This design comes from an exercise in tuning for small area, a short achievable clock period and few clock cycles per item on the open sky130 flow, not from production work. Where RTL was checked, it was by simulation tests only, not by an equivalence proof against the original. No functional check of the RTL was part of runs 2 to 6. The clock port is modelled as an ideal driver; clocking choices that lean on that would not hold on a real chip.

## flow/design.v (module list and top-level ports; edited modules follow where they fit)
// module csa_3to2: 14 lines
// module pp_accumulator: 1776 lines
module pp_accumulator #(
   parameter int N = pp_pkg::N_DEF,
   parameter int K = pp_pkg::K_DEF
) (
   input  logic           clk,
   input  logic           rst,
   input  logic           in_valid,
   output logic           in_ready,
   input  logic [N*2*N-1:0] in_pp,
   output logic           out_valid,
   input  logic           out_ready,
   output logic [2*N-1:0] out_product
);
  // ...
==> flow/flow/run.sh <==
#!/bin/bash
# Own layout flow: the standard ORFS flow with these changes.
#  - Yosys's generic synth skips its early "abc -fast" pass (SYNTH_ARGS=-noabc) so the
#    3:2 counters of the adder tree reach extract_fa as written and map to full-adder
#    cells without polarity inverters between them. Registers are unchanged.
#  - Ports are buffered with sky130_fd_sc_hd__buf_1 instead of the default delay buffer.
#  - After clock tree synthesis, flow/skew.tcl delays the output register's clock
#    (useful skew for the register-to-register paths into it).
set -euo pipefail
here=$(pwd)
bash standard.sh SYNTH_ARGS=-noabc "BUFFER_PORTS_ARGS=-buffer_cell sky130_fd_sc_hd__buf_1" \
  "POST_CTS_TCL=$here/flow/skew.tcl" "SKEW_BUFS=sky130_fd_sc_hd__clkdlybuf4s50_1 sky130_fd_sc_hd__clkbuf_8" \
  finish > flow_make.log 2>&1
==> flow/flow/skew.tcl <==
# Sourced by ORFS's cts.tcl after clock tree synthesis (POST_CTS_TCL).
# Gives the output register (out_product, and the skid register behind it) a later clock than the rest of the
# design, by SKEW_BUFS clock buffers in series in front of its clock pins on
# each clock-tree leaf net that reaches it. This only helps the paths between
# the pipeline register and the output register; the output register's paths
# to the outputs get correspondingly less slack.
set skew_cells [expr {[info exists ::env(SKEW_BUFS)] ? $::env(SKEW_BUFS) : "sky130_fd_sc_hd__clkbuf_2"}]
set groups [dict create]
foreach c [concat [get_cells out_product*] [get_cells -quiet skid*]] {
  set pin [get_pins -of_objects $c -filter "lib_pin_name==CLK"]
  set net [get_nets -of_objects $pin]
  dict lappend groups [get_full_name $net] $pin
}
set k 0
dict for {n pins} $groups {
  set net [get_nets $n]
  foreach cell $skew_cells {
    set newnet "skew_net_$k"
    insert_buffer -buffer_cell $cell -net $net -load_pins $pins -buffer_name "skew_buf_$k" -net_name $newnet
    set net [get_nets $newnet]
    incr k
  }
}
puts "skew: inserted $k clock buffers on [dict size $groups] leaf nets"
detailed_placement
check_placement -verbose
estimate_parasitics -placement
report_clock_skew
report_checks -path_delay max -group_path_count 1
==> flow/standard.sh <==
#!/bin/bash
# synth_recipe.tcl (not shown) runs the flow's synth.tcl, then flattens the netlist and writes it again
# the make line also repeats each setting of config.mk as NAME=value (left out here)
make -C /OpenROAD-flow-scripts/flow DESIGN_CONFIG=/design/flow/config.mk WORK_HOME=/design/flow/orfs CLKGATE_MAP_FILE= SYNTH_SCRIPT=/design/flow/synth_recipe.tcl "${@:-finish}"
==> flow/config.mk <==
export PLATFORM = sky130hd
export DESIGN_NAME = pp_accumulator
export DESIGN_NICKNAME = pp_accumulator
export VERILOG_FILES = /design/flow/design.v
export SDC_FILE = /design/flow/constraint.sdc
export NUM_CORES = 4
export LEC_CHECK = 0
export CAP_MARGIN = 20
export CORE_MARGIN = 2
export CORE_UTILIZATION = 70
export PLACE_DENSITY = 0.85
export SLEW_MARGIN = 20
==> flow/constraint.sdc <==
create_clock -name core_clock -period 5.0 [get_ports {clk}]
set_input_delay 1.0000 -clock core_clock [delete_from_list [all_inputs] [get_ports {clk}]]
set_output_delay 1.0000 -clock core_clock [all_outputs]
set_load 0.01 [all_outputs]
==> impl_metrics.json, run 1 <==
{
  "status": "aborted with a tool error",
  "failing_step": "I/O pin placement (3_2_place_iop)",
  "error_line": "[ERROR PPL-0024] Number of IO pins (550) exceeds maximum number of available positions (544). Increase the die perimeter from 610.14um to 748.00um.",
  "synthTopCellsByCount": "fa_1 (421), edfxtp_1 (160), ha_1 (39)",
  "synth_top_area_frac": 0.546,
  "yosysSeqAreaShare": 0.314,
  "synth_cells": 872,
  "synthFlopType": "edfxtp_1",
  "synth_seq_cells": 162,
  "synthTopCellsByArea": "fa_1 (55%), edfxtp_1 (31%), ha_1 (3.2%), xnor2_1 (2.2%), xor2_1 (1.1%)",
  "synthMuxAreaShare": 0.000648,
  "ys_types": 55,
  "yosysMostFrequentCell": "fa_1",
  "synth_compound_area_frac": 0.0453,
  "synth_xor_area_frac": 0.0323,
  "ys_async_sr_fraction": 0.0123,
  "syn-cell-area_um2": 15400,
  "yosys.area_share.simple": 0.0259,
  "fp.dieH_um": 153,
  "yosys_warnings": 1,
  "start_util": 0.710,
  "synth.net_count": 1848,
  "synth_top_family_by_area": "adder cells",
  "num_rows": 54,
  "synth_edf_count": 160,
  "syn_area_per_cell_um2": 17.7,
  "synthAdderAreaFrac": 0.577,
  "synth_top_area_cell": "fa_1"
}
Testbench counts, summed over its fixed seeds: cycles 1,616, items 1,600.
==> run 2, diff against run 1 <==
--- a/flow/design.v
+++ b/flow/design.v
@@ -902,22 +902,22 @@
    logic s864;
    logic c865;
    logic s866;
    logic c867;
    logic s868;
    logic c869;
    logic s870;
    logic [127:0] s1_q;
-   logic [1:1] v, en;
-   logic [31:0] row_a, row_b;
-   logic        adv;
-   assign adv = !out_valid || out_ready;
-   assign en[1] = !v[1] || adv;
-   assign in_ready = en[1] && !rst;
+   logic        v1, vs;
+   logic [31:0] row_a, row_b, sum, skid;
+   logic        take, out_load;
+   assign take     = out_valid && out_ready;
+   assign out_load = !out_valid || out_ready;
+   assign in_ready = !rst && ({1'b0, out_valid} + {1'b0, vs} + {1'b0, v1} <= 2'd1 + {1'b0, take});
    assign s1 = in_pp[0] ^ in_pp[32] ^ in_pp[64];
    assign c2 = (in_pp[0] & in_pp[32]) | (in_pp[0] & in_pp[64]) | (in_pp[32] & in_pp[64]);
    assign s3 = in_pp[96] ^ in_pp[128];
    assign c4 = in_pp[96] & in_pp[128];
    assign s5 = in_pp[1] ^ in_pp[33] ^ in_pp[65];
    assign c6 = (in_pp[1] & in_pp[33]) | (in_pp[1] & in_pp[65]) | (in_pp[33] & in_pp[65]);
    assign s7 = in_pp[97] ^ in_pp[129] ^ in_pp[161];
    assign c8 = (in_pp[97] & in_pp[129]) | (in_pp[97] & in_pp[161]) | (in_pp[129] & in_pp[161]);
@@ -1780,22 +1780,30 @@
    assign c865 = (s1_q[115] & s801) | (s1_q[115] & c800) | (s801 & c800);
    assign s866 = s1_q[119] ^ s803 ^ c802;
    assign c867 = (s1_q[119] & s803) | (s1_q[119] & c802) | (s803 & c802);
    assign s868 = s1_q[123] ^ s805 ^ c804;
    assign c869 = (s1_q[123] & s805) | (s1_q[123] & c804) | (s805 & c804);
    assign s870 = s1_q[127] ^ s807 ^ c806;
    assign row_a = {s870, s868, s866, s864, s862, s860, s858, s856, s854, s852, s850, s848, s846, s844, s842, s840, s838, s836, s834, s832, s830, s828, s826, s824, s822, s820, s818, s816, s814, s812, s810, s745};
    assign row_b = {c869, c867, c865, c863, c861, c859, c857, c855, c853, c851, c849, c847, c845, c843, c841, c839, c837, c835, c833, c831, c829, c827, c825, c823, c821, c819, c817, c815, c813, c811, c809, s808};
+   assign sum = row_a + row_b;
    always_ff @(posedge clk or posedge rst) begin
       if (rst) begin
-         v         <= '0;
+         v1        <= 1'b0;
+         vs        <= 1'b0;
          out_valid <= 1'b0;
       end else begin
-         if (en[1]) v[1] <= in_valid;
-         if (adv) out_valid <= v[1];
+         v1 <= in_valid && in_ready;
+         if (out_load) begin
+            out_valid <= vs || v1;
+            vs        <= vs && v1;
+         end else begin
+            vs        <= vs || v1;
+         end
       end
    end
    always_ff @(posedge clk) begin
-      if (en[1]) s1_q <= {c742, c740, s744, s743, c738, c736, s741, s739, c734, c732, s737, s735, c730, c728, s733, s731, c726, c724, s729, s727, c722, c720, s725, s723, c718, c716, s721, s719, c714, c712, s717, s715, c710, c708, s713, s711, c706, c704, s709, s707, c702, c700, s705, s703, c698, c696, s701, s699, c694, c692, s697, s695, c690, c688, s693, s691, c686, c684, s689, s687, c682, c680, s685, s683, c678, c676, s681, s679, c674, c672, s677, s675, c670, c668, s673, s671, c666, c664, s669, s667, c662, c660, s665, s663, c658, c656, s661, s659, c654, c652, s657, s655, c650, c648, s653, s651, c646, c644, s649, s647, c642, c640, s645, s643, c638, c636, s641, s639, c634, c632, s637, s635, c630, c628, s633, s631, c626, c624, s629, s627, c622, s625, s623, c437, s621, s436, s434, s190};
-      if (adv) out_product <= row_a + row_b;
+      s1_q <= {c742, c740, s744, s743, c738, c736, s741, s739, c734, c732, s737, s735, c730, c728, s733, s731, c726, c724, s729, s727, c722, c720, s725, s723, c718, c716, s721, s719, c714, c712, s717, s715, c710, c708, s713, s711, c706, c704, s709, s707, c702, c700, s705, s703, c698, c696, s701, s699, c694, c692, s697, s695, c690, c688, s693, s691, c686, c684, s689, s687, c682, c680, s685, s683, c678, c676, s681, s679, c674, c672, s677, s675, c670, c668, s673, s671, c666, c664, s669, s667, c662, c660, s665, s663, c658, c656, s661, s659, c654, c652, s657, s655, c650, c648, s653, s651, c646, c644, s649, s647, c642, c640, s645, s643, c638, c636, s641, s639, c634, c632, s637, s635, c630, c628, s633, s631, c626, c624, s629, s627, c622, s625, s623, c437, s621, s436, s434, s190};
+      if (out_load) out_product <= vs ? skid : sum;
+      if (out_load || !vs) skid <= sum;
    end
 endmodule
==> flow/flow/run.sh (replaced) <==
#!/bin/bash
# Own layout flow: the standard ORFS flow with these changes.
#  - Yosys's generic synth skips its early "abc -fast" pass (SYNTH_ARGS=-noabc) so the
#    3:2 counters of the adder tree reach extract_fa as written and map to full-adder
#    cells without polarity inverters between them. Registers are unchanged.
#  - Ports are buffered with sky130_fd_sc_hd__buf_1 instead of the default delay buffer.
#  - After clock tree synthesis, flow/skew.tcl delays the output register's clock
#    (useful skew for the register-to-register paths into it).
set -euo pipefail
here=$(pwd)
bash standard.sh SYNTH_ARGS=-noabc "BUFFER_PORTS_ARGS=-buffer_cell sky130_fd_sc_hd__buf_1" \
  "POST_CTS_TCL=$here/flow/skew.tcl" "SKEW_BUFS=sky130_fd_sc_hd__clkdlybuf4s50_1 sky130_fd_sc_hd__clkbuf_2 sky130_fd_sc_hd__clkbuf_8" \
  finish > flow_make.log 2>&1
==> flow/config.mk (replaced) <==
export PLATFORM = sky130hd
export DESIGN_NAME = pp_accumulator
export DESIGN_NICKNAME = pp_accumulator
export VERILOG_FILES = /design/flow/design.v
export SDC_FILE = /design/flow/constraint.sdc
export NUM_CORES = 4
export LEC_CHECK = 0
export CAP_MARGIN = 20
export CORE_MARGIN = 2
export CORE_UTILIZATION = 60
export PLACE_DENSITY = 0.75
export SLEW_MARGIN = 20
==> impl_metrics.json, run 2 <==
{
  "grt.met3_usage": 0.0539,
  "num_rows": 59,
  "ys_async_sr_fraction": 0.0154,
  "mostFrequentLayoutCells": "buf_1 (549), fa_1 (422), dfxtp_1 (128)",
  "synth_seq_cells": 195,
  "finalCriticalPeriod_ns": 3.56,
  "crit_path_cell_trace": "dlygate4sd3_1, ha_1, dlygate4sd3_1, ha_1, fa_1, a21o_2, a221o_1, o2111ai_2, a31oi_1, o31ai_1, xnor2_1, mux2_2",
  "ant_nets": 0,
  "cp_max_fo": 3,
  "die_area_um2": 27400,
  "dp_cells": 1847,
  "cp.arrival_ns": 4.42,
  "synth_edf_count": 64,
  "synth_cells": 972,
  "syn_area_per_cell_um2": 16.1,
  "grt_use_met2": 0.491,
  "drcViolationCount": 0,
  "clk_latency_ns": 1.18,
  "ys_types": 63,
  "reg2reg_depth": 12,
  "crit_family": "compound AO/OA/AOI/OAI gates",
  "tightest_slew_ns": 0.792,
  "setup_violations": 0,
  "worstReg2RegEnd": "out_product[30]",
  "mostFrequentLayoutCell": "buf_1",
  "overflow": 0,
  "largest_reg_flops": 128,
  "endpoint_kind": "flip-flop",
  "max_flop_register": "s1_q",
  "dp_slack_ns": 1.22,
  "status": "finished clean",
  "grt_setup_unrepaired": "false",
  "hpwl_um": 31300,
  "yosysSeqAreaShare": 0.292,
  "grt_pass1_wl_um": 55100,
  "drv.max_cap_violation_count": 0,
  "wl_per_cell_um": 18.5,
  "wl_um": 35500,
  "core-area_um2": 25800,
  "final.setup.worst_slack_ns": 1.44,
  "hp-start": "s1_q[1]",
  "stdcell_count": 1923,
  "syn-cell-area_um2": 15600,
  "yosys_warnings": 1,
  "max_slew_margin": 0.470,
  "synth_top_area_cell": "fa_1",
  "synth_top_area_frac": 0.540,
  "drive_above_1_share": 0.0581,
  "hold_violations": 0,
  "min_to": "out_product[0]",
  "area_delta_synth_final_pct": 21.8,
  "grt-busiest-layer": "met2",
  "viasPerCell": 5.20,
  "largest_registers": "s1_q x128, out_product x32, skid x32",
  "grt_use_total": 0.273,
  "drt_iter0_drc": 429,
  "hold_ws_ns": 0.0956,
  "synthTopCellsByArea": "fa_1 (54%), dfxtp_1 (16%), edfxtp_1 (12%), ha_1 (3.3%), xnor2_1 (2.4%)",
  "cts_tree": "yes",
  "max_freq_ghz": 0.281,
  "yosysMostFrequentCell": "fa_1",
  "clk_pin_slew_ns": 0.06,
  "worstSetupStartpointType": "flip-flop",
  "drtPass1Iterations": 4,
  "synthTopCellsByCount": "fa_1 (422), dfxtp_1 (128), edfxtp_1 (64)",
  "holdPathStages": 3,
  "min_path_type": "flip-flop to flip-flop",
  "die_width_um": 165,
  "crit_buf_inv": 2,
  "required_ns": 5.86,
  "final-max-slew-violation-count": 0,
  "rrSetupSlack_ns": 1.44,
  "via_count": 9996,
  "fp.dieH_um": 165,
  "slowest_delay_ns": 0.55,
  "grt_use_met1": 0.320,
  "fin_crit_sh": 0.712,
  "final_nets": 2549,
  "start_util": 0.605,
  "port_buffers": 549,
  "worst_path_max_delay_cell": "dlygate4sd3_1",
  "synth.net_count": 1951,
  "grt_antenna_before_repair": 6,
  "cts_sinks": 195,
  "setup_tns_ns": 0,
  "skew_ns": 0.777,
  "grt_max_degree": 34,
  "synthFlopType": "dfxtp_1",
  "ios": 550,
  "gp_congestion": 0.902,
  "grt_pass1_vias": 11400,
  "critPathKind": "flip-flop to flip-flop",
  "rr_startpoint": "s1_q[3]"
}
==> run 2: worst max-delay path by stage <==
| stage | startpoint | endpoint | slack (ns) | cells past startpoint |
|---|---|---|---|---|
| finish | s1_q[3] | out_product[30] | 1.44 | 12 |
| global route | s1_q[3] | out_product[30] | 1.31 | 12 |
| detailed placement | s1_q[12] | out_product[25] | 1.22 | 10 |
| global placement | s1_q[12] | out_product[25] | 1.28 | 10 |
| floorplan | s1_q[4] | out_product[28] | 1.47 | 10 |
==> run 2: layout make-up, clock buffers not listed <==
cell class	instances	area, um^2
Antenna cell	5	12.5
Timing Repair Buffer	554	2110
Tap cell	335	419
Inverter	13	62.6
Sequential cell	195	4560
Fill cell	1713	6790
Clock inverter	14	168
Multi-Input combinational cell	753	10900
==> run 2: worst register-to-register path, cell delays in order (launching register included) <==
cell and delay [ns]:
dfxtp_1 0.29, dlygate4sd3_1 0.55, ha_1 0.27, dlygate4sd3_1 0.55, ha_1 0.23, fa_1 0.42, a21o_2 0.23, a221o_1 0.35
o2111ai_2 0.22, a31oi_1 0.19, o31ai_1 0.32, xnor2_1 0.12, mux2_2 0.26
==> run 2: logic make-up (layout without fill, tap and decap cells) <==
kind of cell,after synthesis,in the layout,share of synthesized area
adder cells (fa/ha/maj),464,464,0.574
flip-flops,195,195,0.292
AO/OA/AOI/OAI,105,105,0.0456
AND/OR/NAND/NOR,104,104,0.0317
XOR/XNOR,58,58,0.0325
buffers and inverters,24,635,0.00872
multiplexers,22,22,0.0161
other,0,5,0
==> run 2: layer usage <==
metal / wire length [um] / part of all wire
met5: 27 / 0.00076
met4: 1280 / 0.036
met3: 2230 / 0.063
met2: 19600 / 0.55
met1: 12400 / 0.35
==> run 2: metrics by stage <==
step / util / instance area (um^2)
after floorplan: - / 15600
after global placement: 0.699 / 18100
after detailed placement: 0.699 / 18100
after global routing: 0.737 / 19000
final: 0.737 / 19100
==> run 3, diff against run 2 <==
--- a/flow/config.mk
+++ b/flow/config.mk
@@ -9,4 +9,5 @@
 export CORE_MARGIN = 2
 export CORE_UTILIZATION = 60
 export PLACE_DENSITY = 0.75
+export SETUP_SLACK_MARGIN = 2.0
 export SLEW_MARGIN = 20
==> impl_metrics.json, run 3 <==
{
  "worst_path_max_delay_cell": "fa_2",
  "drt_iter0_drc": 275,
  "ys_types": 63,
  "status": "finished clean",
  "die_area_um2": 27400,
  "synth_cells": 972,
  "hold_violations": 0,
  "stdcell_count": 1950,
  "cts_tree": "yes",
  "reg2reg_depth": 10,
  "hpwl_um": 31200,
  "synthTopCellsByCount": "fa_1 (422), dfxtp_1 (128), edfxtp_1 (64)",
  "port_buffers": 549,
  "final-max-slew-violation-count": 0,
  "endpoint_kind": "primary output",
  "dp_cells": 1847,
  "synthFlopType": "dfxtp_1",
  "wl_um": 36100,
  "setup_tns_ns": 0,
  "worstSetupStartpointType": "flip-flop",
  "cts_sinks": 195,
  "num_rows": 59,
  "grt_antenna_before_repair": 10,
  "holdPathStages": 3,
  "core-area_um2": 25800,
  "largest_registers": "s1_q x128, out_product x32, skid x32",
  "yosysMostFrequentCell": "fa_1",
  "fin_crit_sh": 0.616,
  "grt_pass1_wl_um": 56400,
  "yosysSeqAreaShare": 0.292,
  "drtPass1Iterations": 7,
  "syn-cell-area_um2": 15600,
  "synth.net_count": 1951,
  "ios": 550,
  "synth_edf_count": 64,
  "startpoint": "vs",
  "drive_above_1_share": 0.118,
  "clk_pin_slew_ns": 0.06,
  "final_area_um2": 19700,
  "mostFrequentLayoutCells": "buf_1 (548), fa_1 (418), dfxtp_1 (126)",
  "largest_reg_flops": 128,
  "final_nets": 2572,
  "max_freq_ghz": 0.324,
  "finalCriticalPeriod_ns": 3.08,
  "crit_path_cell_trace": "fa_2, inv_2, ha_4, a21oi_2, nor2_2, buf_2",
  "syn_area_per_cell_um2": 16.1,
  "start_util": 0.605,
  "skew_ns": 0.752,
  "viasPerCell": 5.20,
  "grt_setup_unrepaired": "true",
  "crit_family": "adder cells",
  "synthTopCellsByArea": "fa_1 (54%), dfxtp_1 (16%), edfxtp_1 (12%), ha_1 (3.3%), xnor2_1 (2.4%)",
  "yosys_warnings": 1,
  "critPathCapture": "in_ready",
  "cp.depth": 6,
  "grt_pass1_vias": 11900,
  "setup_violations": 0,
  "critPathKind": "flip-flop to primary output",
  "rr_startpoint": "s1_q[4]",
  "wl_per_cell_um": 18.5,
  "ant_nets": 0,
  "required_ns": 4.00,
  "cp_max_fo": 2,
  "placed_area_um2": 18300,
  "drcViolationCount": 0,
  "max_slew_margin": 0.684,
  "dp_slack_ns": 1.39,
  "crit_buf_inv": 2,
  "synth_top_area_frac": 0.540,
  "drv.max_cap_violation_count": 0,
  "final.setup.worst_slack_ns": 1.92,
  "die_width_um": 165,
  "area_delta_synth_final_pct": 26.2,
  "ys_async_sr_fraction": 0.0154,
  "synth_top_area_cell": "fa_1",
  "worstReg2RegEnd": "out_product[25]",
  "min_path_type": "flip-flop to flip-flop",
  "max_flop_register": "s1_q",
  "rrSetupSlack_ns": 2.06,
  "via_count": 10100,
  "tightest_slew_ns": 0.469,
  "grt_max_degree": 34,
  "slowest_delay_ns": 0.58,
  "cp.arrival_ns": 2.08,
  "overflow": 0,
  "synth_seq_cells": 195,
  "gp_congestion": 0.912,
  "grt_use_total": 0.279,
  "mostFrequentLayoutCell": "buf_1",
  "fp.dieH_um": 165,
  "clk_latency_ns": 1.16
}
## run 3: cells by family (layout without fill, tap and decap cells)
family,Yosys count,count (layout),synth area share
AOI/OAI and AO/OA,105,105,0.0456
muxes,22,22,0.0161
adders and majority gates,464,464,0.574
xor gates and xnor gates,58,58,0.0325
and+or+nand+nor,104,104,0.0317
other,0,9,0
buffers and inverters,24,658,0.00872
DFF,195,195,0.292
## run 3: how the worst min path moves through the flow
stage / from / end
3_3_place_gp: skid[12] / out_product[12]
6_report: s1_q[3] / out_product[0]
2_1_floorplan: skid[12] / out_product[12]
5_1_grt: s1_q[3] / out_product[0]
3_5_place_dp: skid[16] / out_product[16]
## run 3: layout make-up, clock buffers not listed
cell class / instances / area [um^2]
Multi-Input combinational cell: 753 / 11400
Fill cell: 1620 / 6110
Antenna cell: 9 / 22.5
Tap cell: 335 / 419
Sequential cell: 195 / 4570
Clock inverter: 15 / 170
Inverter: 13 / 62.6
Timing Repair Buffer: 577 / 2290
## run 3: stage by stage
stage | hold WS, ns | util
final | 0.130 | 0.763
after global placement | 0.499 | 0.709
after global routing | 0.160 | 0.763
after detailed placement | 0.513 | 0.709
after floorplan | 0.487 | -
## run 3: routing by layer
| metal | routed length, um | track usage |
|---|---|---|
| met3 | 2020 | 0.0547 |
| met1 | 12100 | 0.306 |
| met4 | 1780 | 0.149 |
| met5 | 24 | 0 |
| met2 | 20100 | 0.513 |
## run 3: worst register-to-register path: stages, from the launching register on
cell	delay, ns
dfxtp_2	0.32
fa_1	0.55
fa_2	0.48
ha_1	0.34
a21oi_2	0.21
nor2_4	0.07
o311ai_4	0.31
nand4b_1	0.22
and4b_2	0.30
or3_4	0.39
o221a_1	0.23
==> run 4, diff against run 3 <==
--- a/flow/flow/run.sh
+++ b/flow/flow/run.sh
@@ -9,5 +9,5 @@
 set -euo pipefail
 here=$(pwd)
 bash standard.sh SYNTH_ARGS=-noabc "BUFFER_PORTS_ARGS=-buffer_cell sky130_fd_sc_hd__buf_1" \
-  "POST_CTS_TCL=$here/flow/skew.tcl" "SKEW_BUFS=sky130_fd_sc_hd__clkdlybuf4s50_1 sky130_fd_sc_hd__clkbuf_2 sky130_fd_sc_hd__clkbuf_8" \
+  "POST_CTS_TCL=$here/flow/skew.tcl" "SKEW_BUFS=sky130_fd_sc_hd__clkdlybuf4s25_1 sky130_fd_sc_hd__clkbuf_8" \
   finish > flow_make.log 2>&1
==> impl_metrics.json, run 4 <==
{
  "yosys_warnings": 1,
  "synthTopCellsByCount": "fa_1 (422), dfxtp_1 (128), edfxtp_1 (64)",
  "ant_nets": 0,
  "fp.dieH_um": 165,
  "wl_per_cell_um": 18.7,
  "yosysMostFrequentCell": "fa_1",
  "finalCriticalPeriod_ns": 3.24,
  "synth_edf_count": 64,
  "drtPass1Iterations": 4,
  "drt_iter0_drc": 276,
  "mostFrequentLayoutCells": "buf_1 (548), fa_1 (417), dfxtp_1 (126)",
  "mostFrequentLayoutCell": "buf_1",
  "ios": 550,
  "synth_top_area_frac": 0.540,
  "yosys.area_share.simple": 0.0317,
  "via_count": 10100,
  "ys_types": 63,
  "viasPerCell": 5.22,
  "rrSetupSlack_ns": 1.76,
  "start_util": 0.605,
  "critPathCapture": "out_product[25]",
  "grt_setup_unrepaired": "true",
  "syn_area_per_cell_um2": 16.1,
  "drcViolationCount": 0,
  "overflow": 0,
  "grt_antenna_before_repair": 10,
  "hpwl_um": 31200,
  "drv.max_cap_violation_count": 0,
  "largest_reg_flops": 128,
  "cts_tree": "yes",
  "cts_sinks": 195,
  "fill_cells": 1612,
  "largest_registers": "s1_q x128, out_product x32, skid x32",
  "cp_max_fo": 3,
  "cp.arrival_ns": 3.84,
  "gp_congestion": 0.912,
  "clk_latency_ns": 0.88,
  "grt_pass1_vias": 11800,
  "endpoint_kind": "flip-flop",
  "startpoint": "s1_q[4]",
  "max_freq_ghz": 0.309,
  "drive_above_1_share": 0.122,
  "synth_top_area_cell": "fa_1",
  "die_width_um": 165,
  "synth.net_count": 1951,
  "final-max-slew-violation-count": 0,
  "wl_um": 36400,
  "worstSetupStartpointType": "flip-flop",
  "synth_compound_area_frac": 0.0456,
  "synth_xor_area_frac": 0.0325,
  "tightest_slew_ns": 0.468,
  "synthFlopType": "dfxtp_1",
  "grt_max_degree": 34,
  "synthMuxAreaShare": 0.0161,
  "rr_startpoint": "s1_q[4]",
  "yosysSeqAreaShare": 0.292,
  "max_flop_register": "s1_q",
  "critPathKind": "flip-flop to flip-flop",
  "synth_cells": 972,
  "area_delta_synth_final_pct": 26.7,
  "status": "finished clean",
  "ys_async_sr_fraction": 0.0154,
  "syn-cell-area_um2": 15600,
  "hold_violations": 0,
  "final_util": 0.767,
  "core-area_um2": 25800,
  "fin_crit_sh": 0.648,
  "setup_tns_ns": 0,
  "clk_pin_slew_ns": 0.06,
  "synthTopCellsByArea": "fa_1 (54%), dfxtp_1 (16%), edfxtp_1 (12%), ha_1 (3.3%), xnor2_1 (2.4%)",
  "synth_top_family_by_area": "adder cells",
  "worstReg2RegEnd": "out_product[25]",
  "setup_violations": 0,
  "reg2reg_depth": 11,
  "port_buffers": 549,
  "final_nets": 2568,
  "required_ns": 5.60,
  "num_rows": 59,
  "skew_ns": 0.477,
  "synthAdderAreaFrac": 0.574,
  "grt_use_total": 0.278,
  "die_area_um2": 27400,
  "min_path_type": "flip-flop to flip-flop",
  "max_slew_margin": 0.685,
  "grt_pass1_wl_um": 56200,
  "synth_seq_cells": 195
}
-- run 4: changes by cell type in the layout (fill, tap and decap cells not counted), sizes merged --
cell / delta
clkbuf: -12
clkdlybuf4s25: +12
buf: +9
clkdlybuf4s50: -12
dlygate4sd3: -1
-- run 4: routing by layer --
layer / wire length [um] / global-route usage / up-vias / share of wire
li1: - / - / 4487 / -
met1: 12200 / 0.306 / 5133 / 0.33
met2: 20300 / 0.512 / 417 / 0.56
met3: 2130 / 0.0537 / 108 / 0.058
met4: 1820 / 0.145 / 4 / 0.050
met5: 24 / 0 / - / 0.00066
-- run 4: how the worst min path moves through the flow --
stage | from | endpoint | slack [ns] | cells after the start
global placement | skid[12] | out_product[12] | 0.50 | 2
detailed placement | skid[16] | out_product[16] | 0.51 | 2
floorplan | skid[12] | out_product[12] | 0.49 | 2
global route | s1_q[3] | skid[0] | 0.30 | 2
finish | s1_q[3] | skid[0] | 0.30 | 2
-- run 4: per-stage QoR --
stage	area (um^2)	hold slack, ns	instances	setup WS, ns
floorplan	15900	0.487	972	1.64
global placement	18300	0.499	1847	1.43
detailed placement	18300	0.513	1847	1.39
global route	19800	0.295	1944	1.68
finish	19800	0.295	1946	1.76
-- run 4: final cells by class, clock buffers not listed --
type | count | area (um^2) | share of cell area
Antenna cell | 9 | 22.5 | 0.00114
Inverter | 13 | 62.6 | 0.00316
Multi-Input combinational cell | 753 | 11500 | 0.580
Clock inverter | 15 | 170 | 0.00859
Timing Repair Buffer | 585 | 2360 | 0.119
Sequential cell | 195 | 4570 | 0.230
Tap cell | 335 | 419 | 0.0212
-- run 4: cells by family (layout without fill, tap and decap cells) --
logic type                 after synthesis  in the layout
adders and majority gates              464            464
muxes                                   22             22
DFF                                    195            195
xor gates and xnor gates                58             58
AOI/OAI and AO/OA                      105            105
and+or+nand+nor                        104            104
other                                    0              9
buffers and inverters                   24            654
-- run 4: worst max-delay path: stages (launching register included) --
cell and delay [ns]:
dfxtp_2 0.32, fa_1 0.56, fa_2 0.48, buf_12 0.15, ha_4 0.22, a21oi_4 0.18
nor2_4 0.07, o311ai_4 0.30, nand4b_1 0.21, and4b_2 0.29, or3_4 0.40, o221a_1 0.21
==> run 5, diff against run 4 <==
--- a/flow/config.mk
+++ b/flow/config.mk
@@ -9,5 +9,4 @@
 export CORE_MARGIN = 2
 export CORE_UTILIZATION = 60
 export PLACE_DENSITY = 0.75
-export SETUP_SLACK_MARGIN = 2.0
 export SLEW_MARGIN = 20
==> impl_metrics.json, run 5 <==
{
  "grt_setup_unrepaired": "false",
  "max_slew_margin": 0.468,
  "status": "finished clean",
  "viasPerCell": 5.20,
  "die_width_um": 165,
  "num_rows": 59,
  "endpoint_kind": "primary output",
  "synth_seq_cells": 195,
  "yosysMostFrequentCell": "fa_1",
  "mostFrequentLayoutCell": "buf_1",
  "syn-cell-area_um2": 15600,
  "grt_pass1_wl_um": 54800,
  "skew_ns": 0.445,
  "start_util": 0.605,
  "area_delta_synth_final_pct": 21.3,
  "yosys_warnings": 1,
  "synthFlopType": "dfxtp_1",
  "final_nets": 2534,
  "grt_use_total": 0.271,
  "drtPass1Iterations": 5,
  "clk_latency_ns": 0.85,
  "largest_registers": "s1_q x128, out_product x32, skid x32",
  "required_ns": 4.00,
  "worstSetupStartpointType": "flip-flop",
  "fp.dieH_um": 165,
  "final_util": 0.734,
  "final.setup.worst_slack_ns": 1.57,
  "drcViolationCount": 0,
  "synth.net_count": 1951,
  "ys_types": 63,
  "ant_nets": 0,
  "final-max-slew-violation-count": 0,
  "stdcell_count": 1908,
  "maxUsedRoutingLayer": "met5",
  "tightest_slew_ns": 0.796,
  "ys_async_sr_fraction": 0.0154,
  "drive_above_1_share": 0.0510,
  "setup_tns_ns": 0,
  "grt_antenna_before_repair": 6,
  "cp_max_fo": 18,
  "wl_per_cell_um": 18.6,
  "cp.arrival_ns": 2.43,
  "rrSetupSlack_ns": 1.58,
  "clk_pin_slew_ns": 0.06,
  "die_area_um2": 27400,
  "drt_iter0_drc": 391,
  "wl_um": 35400,
  "synthTopCellsByCount": "fa_1 (422), dfxtp_1 (128), edfxtp_1 (64)",
  "holdPathStages": 2,
  "grt_pass1_vias": 11300,
  "min_path_type": "flip-flop to flip-flop",
  "overflow": 0,
  "dp_slack_ns": 1.22,
  "fin_crit_sh": 0.686,
  "mostFrequentLayoutCells": "buf_1 (549), fa_1 (422), dfxtp_1 (128)",
  "rr_startpoint": "s1_q[44]",
  "hp-start": "s1_q[3]",
  "critPathKind": "flip-flop to primary output",
  "cts_tree": "yes",
  "ios": 550,
  "wirelength_met1_um": 12500,
  "grt_max_degree": 34,
  "worstReg2RegEnd": "out_product[25]",
  "synth_top_area_cell": "fa_1",
  "synth_top_area_frac": 0.540,
  "finalCriticalPeriod_ns": 3.43,
  "max_flop_register": "s1_q",
  "synth_edf_count": 64,
  "cts_sinks": 195,
  "gp_congestion": 0.902,
  "port_buffers": 549,
  "synth_cells": 972,
  "syn_area_per_cell_um2": 16.1,
  "dp_cells": 1847,
  "wl_met3_um": 2180,
  "met2_length_um": 19500,
  "yosysSeqAreaShare": 0.292,
  "core-area_um2": 25800,
  "synthTopCellsByArea": "fa_1 (54%), dfxtp_1 (16%), edfxtp_1 (12%), ha_1 (3.3%), xnor2_1 (2.4%)",
  "hpwl_um": 31300,
  "hold_violations": 0,
  "via_count": 9931,
  "min_to": "skid[0]",
  "reg2reg_depth": 10,
  "largest_reg_flops": 128,
  "setup_violations": 0,
  "drv.max_cap_violation_count": 0,
  "max_freq_ghz": 0.292
}
## run 5: routing by layer
metal / track usage / vias up
met1: 0.320 / 5043
met3: 0.0524 / 68
met2: 0.492 / 413
li1: - / 4403
met5: 0 / -
met4: 0.107 / 4
## run 5: stage by stage
stage	cell area, um^2	hold WS, ns
2_1_floorplan	15600	0.487
3_3_place_gp	18100	0.502
3_5_place_dp	18100	0.507
5_1_grt	19000	0.236
6_report	19000	0.235
## run 5: area by class of cell, clock buffers not listed
cell class / instances / area [um^2]
Sequential cell: 195 / 4560
Clock inverter: 14 / 168
Inverter: 13 / 62.6
Fill cell: 1721 / 6880
Tap cell: 335 / 419
Antenna cell: 5 / 12.5
Multi-Input combinational cell: 753 / 10900
Timing Repair Buffer: 551 / 2080
## run 5: critical path, cell delays in order (launching register included)
cell and delay (ns):
dfrtp_1 0.79, fa_1 0.53, inv_1 0.06, ha_1 0.13, inv_1 0.03, a21oi_1 0.13, a21oi_1 0.06, nor2_1 0.11
buf_1 0.17
## run 5: worst max-delay path by stage
stage / from / to / slack (ns) / cells past startpoint
final: vs / in_ready / 1.57 / 8
after floorplan: s1_q[4] / out_product[28] / 1.47 / 10
after global placement: s1_q[12] / out_product[25] / 1.28 / 10
after global routing: s1_q[68] / out_product[31] / 1.37 / 10
after detailed placement: s1_q[12] / out_product[25] / 1.22 / 10
## run 5: logic make-up after synthesis
logic type | synth area share
compound gates | 0.0456
xor+xnor | 0.0325
fa+ha+maj | 0.574
buf+inv | 0.00872
flops | 0.292
mux | 0.0161
simple gates | 0.0317
==> run 6, diff against run 5 <==
==> flow/flow/run.sh (replaced) <==
#!/bin/bash
# Own layout flow: the standard ORFS flow with these changes.
#  - Yosys's generic synth skips its early "abc -fast" pass (SYNTH_ARGS=-noabc) so the
#    3:2 counters of the adder tree reach extract_fa as written and map to full-adder
#    cells without polarity inverters between them. Registers are unchanged.
#  - Ports are buffered with sky130_fd_sc_hd__buf_1 instead of the default delay buffer.
#  - After clock tree synthesis, flow/skew.tcl delays the clock of the last stage's
#    registers (useful skew for the register-to-register paths into them).
# Each tool's full output is in flow_make.log and in ORFS's logs under orfs/logs/.
set -euo pipefail
here=$(pwd)
bash standard.sh SYNTH_ARGS=-noabc "BUFFER_PORTS_ARGS=-buffer_cell sky130_fd_sc_hd__buf_1" \
  "POST_CTS_TCL=$here/flow/skew.tcl" "SKEW_BUFS=sky130_fd_sc_hd__clkdlybuf4s50_1 sky130_fd_sc_hd__clkbuf_2 sky130_fd_sc_hd__clkbuf_8" "SKEW_MIN_BIT=6" \
  finish > flow_make.log 2>&1
==> flow/flow/skew.tcl (replaced) <==
# Sourced by ORFS's cts.tcl after clock tree synthesis (POST_CTS_TCL).
# Useful skew for the register-to-register paths of the last pipeline stage:
# the output register (out_product) and the skid register behind it get their
# clock later than the rest of the design, through SKEW_BUFS clock buffers in
# series in front of their clock pins on each clock-tree leaf net that reaches
# them. Bits below SKEW_MIN_BIT are left alone: their adder paths are short
# and would only need hold buffers. The output register's paths to the
# outputs get correspondingly less slack.
set skew_cells $::env(SKEW_BUFS)
set min_bit $::env(SKEW_MIN_BIT)
set groups [dict create]
foreach c [concat [get_cells out_product*] [get_cells -quiet skid*]] {
  if {![regexp {\[([0-9]+)\]} [get_full_name $c] -> bit] || $bit < $min_bit} { continue }
  set pin [get_pins -of_objects $c -filter "lib_pin_name==CLK"]
  set net [get_nets -of_objects $pin]
  dict lappend groups [get_full_name $net] $pin
}
set k 0
dict for {n pins} $groups {
  set net [get_nets $n]
  foreach cell $skew_cells {
    set newnet "skew_net_$k"
    insert_buffer -buffer_cell $cell -net $net -load_pins $pins -buffer_name "skew_buf_$k" -net_name $newnet
    set net [get_nets $newnet]
    incr k
  }
}
puts "skew: inserted $k clock buffers on [dict size $groups] leaf nets"
detailed_placement
check_placement -verbose
estimate_parasitics -placement
report_clock_skew
report_checks -path_delay max -group_path_count 1
==> impl_metrics.json, run 6 <==
{
  "via_count": 9981,
  "grt_pass1_wl_um": 55000,
  "synth_top_area_frac": 0.540,
  "synthTopCellsByArea": "fa_1 (54%), dfxtp_1 (16%), edfxtp_1 (12%), ha_1 (3.3%), xnor2_1 (2.4%)",
  "port_buffers": 549,
  "syn-cell-area_um2": 15600,
  "synth_top_area_cell": "fa_1",
  "num_rows": 59,
  "finalCriticalPeriod_ns": 3.45,
  "clk_pin_slew_ns": 0.07,
  "fin_crit_sh": 0.691,
  "tightest_slew_ns": 0.767,
  "clk_latency_ns": 1.18,
  "register_area_um2": 4560,
  "ys_async_sr_fraction": 0.0154,
  "min_path_type": "flip-flop to flip-flop",
  "cts_sinks": 195,
  "grt_setup_unrepaired": "false",
  "drive_above_1_share": 0.0582,
  "fp.dieH_um": 165,
  "yosysMostFrequentCell": "fa_1",
  "hpwl_um": 31300,
  "setup_tns_ns": 0,
  "hold_violations": 0,
  "yosys_warnings": 1,
  "ios": 550,
  "gp_congestion": 0.902,
  "drv.max_cap_violation_count": 0,
  "synthTopCellsByCount": "fa_1 (422), dfxtp_1 (128), edfxtp_1 (64)",
  "synth_edf_count": 64,
  "drt_iter0_drc": 381,
  "drtPass1Iterations": 5,
  "start_util": 0.605,
  "drcViolationCount": 0,
  "grt_antenna_before_repair": 6,
  "endpoint_kind": "primary output",
  "setup_violations": 0,
  "wl_per_cell_um": 18.5,
  "status": "finished clean",
  "mostFrequentLayoutCell": "buf_1",
  "die_area_um2": 27400,
  "cts_tree": "yes",
  "overflow": 0,
  "largest_reg_flops": 128,
  "yosysSeqAreaShare": 0.292,
  "max_slew_margin": 0.488,
  "core-area_um2": 25800,
  "grt_pass1_vias": 11400,
  "hold_ws_ns": 0.177,
  "die_width_um": 165,
  "largest_registers": "s1_q x128, out_product x32, skid x32",
  "max_freq_ghz": 0.290,
  "ant_nets": 0,
  "cp.arrival_ns": 2.45,
  "fill_cells": 1712,
  "mostFrequentLayoutCells": "buf_1 (549), fa_1 (422), dfxtp_1 (128)",
  "synth.net_count": 1951,
  "wl_um": 35500,
  "area_delta_synth_final_pct": 21.7,
  "final_nets": 2546,
  "grt_use_total": 0.272,
  "synth_seq_cells": 195,
  "critPathKind": "flip-flop to primary output",
  "skew_ns": 0.774,
  "ys_types": 63,
  "syn_area_per_cell_um2": 16.1,
  "viasPerCell": 5.20,
  "synth_cells": 972,
  "cp_max_fo": 18,
  "final-max-slew-violation-count": 0,
  "worstSetupStartpointType": "flip-flop",
  "multi_input_area_um2": 10900,
  "grt_max_degree": 34,
  "required_ns": 4.00,
  "synthFlopType": "dfxtp_1",
  "max_flop_register": "s1_q"
}
==> run 6: layout make-up, clock buffers not listed <==
| type | count | area share |
|---|---|---|
| tap | 335 | 0.0220 |
| clock inverter | 14 | 0.00881 |
| inverter | 13 | 0.00329 |
| timing repair buffer | 551 | 0.109 |
| antenna | 5 | 0.000658 |
| multi-input combinational | 753 | 0.575 |
| sequential | 195 | 0.240 |
==> run 6: logic make-up after synthesis <==
family	count (synthesis)	synth area share
multiplexers	22	0.0161
AO/OA/AOI/OAI	105	0.0456
XOR/XNOR	58	0.0325
AND/OR/NAND/NOR	104	0.0317
buffers and inverters	24	0.00872
flip-flops	195	0.292
adder cells (fa/ha/maj)	464	0.574
==> run 6: final timing paths <==
kind,slack (ns),endpoint,depth (start not counted),start
max in group asynchronous,4.43,vs,2,rst
max reg2reg,1.87,out_product[25],10,s1_q[32]
min reg2reg,0.18,skid[31],3,s1_q[125]
min in group asynchronous,0.43,v1,2,rst
min,0.18,skid[31],3,s1_q[125]
max,1.55,in_ready,8,vs
==> run 6: critical path: stages, from the launching register on <==
cell     delay [ns]
dfrtp_1        0.80
fa_1           0.53
inv_1          0.06
ha_1           0.13
inv_1          0.03
a21oi_1        0.13
a21oi_1        0.06
nor2_1         0.11
buf_1          0.17
==> run 6: stage by stage <==
| stage | instances | setup slack, ns | util | instance area, um^2 |
|---|---|---|---|---|
| floorplan | 972 | 1.47 | - | 15600 |
| global placement | 1847 | 1.28 | 0.699 | 18100 |
| detailed placement | 1847 | 1.22 | 0.699 | 18100 |
| global route | 1919 | 1.38 | 0.736 | 19000 |
| finish | 1920 | 1.55 | 0.736 | 19000 |
==> run 6: metal layers <==
layer,GRT usage,part of all wire
met3,0.0534,0.065
met2,0.491,0.55
met4,0.115,0.036
met5,0,0.00076
met1,0.319,0.35

separate check: timing with driven ports:
How much do the figures lean on ideal ports? The routed layouts below were timed once more, with nothing changed but the port constraints.
Step 1 assumes that a clkbuf_16 drives the clock port and a buf_2 every other input.
Step 2, shift: input delay + t, output delay - t, t = (earliest + latest rising clock arrival at the registers) / 2. This alone moves slack from input paths to output paths.
Three values: ideal, step 1, step 2; two values: the first two.
run	shift t [ns]	setup WS [ns]	latest minus earliest clock arrival (ns)
run 2	0.840	1.442 / 1.442 / 1.304	0.777 / 0.777
run 3	0.832	1.918 / 1.866 / 1.318	0.752 / 0.753
run 4	0.693	1.760 / 1.760 / 1.461	0.478 / 0.477
run 5	0.675	1.571 / 1.524 / 1.467	0.444 / 0.445
run 6	0.840	1.547 / 1.498 / 1.306	0.774 / 0.774
Clock arrivals are far apart in every run listed, so t is only a midpoint there and step 2 fits no single register. For run 3, which loses most, drivers alone change the setup slack by -0.052 ns; drivers and shift together by -0.600 ns.
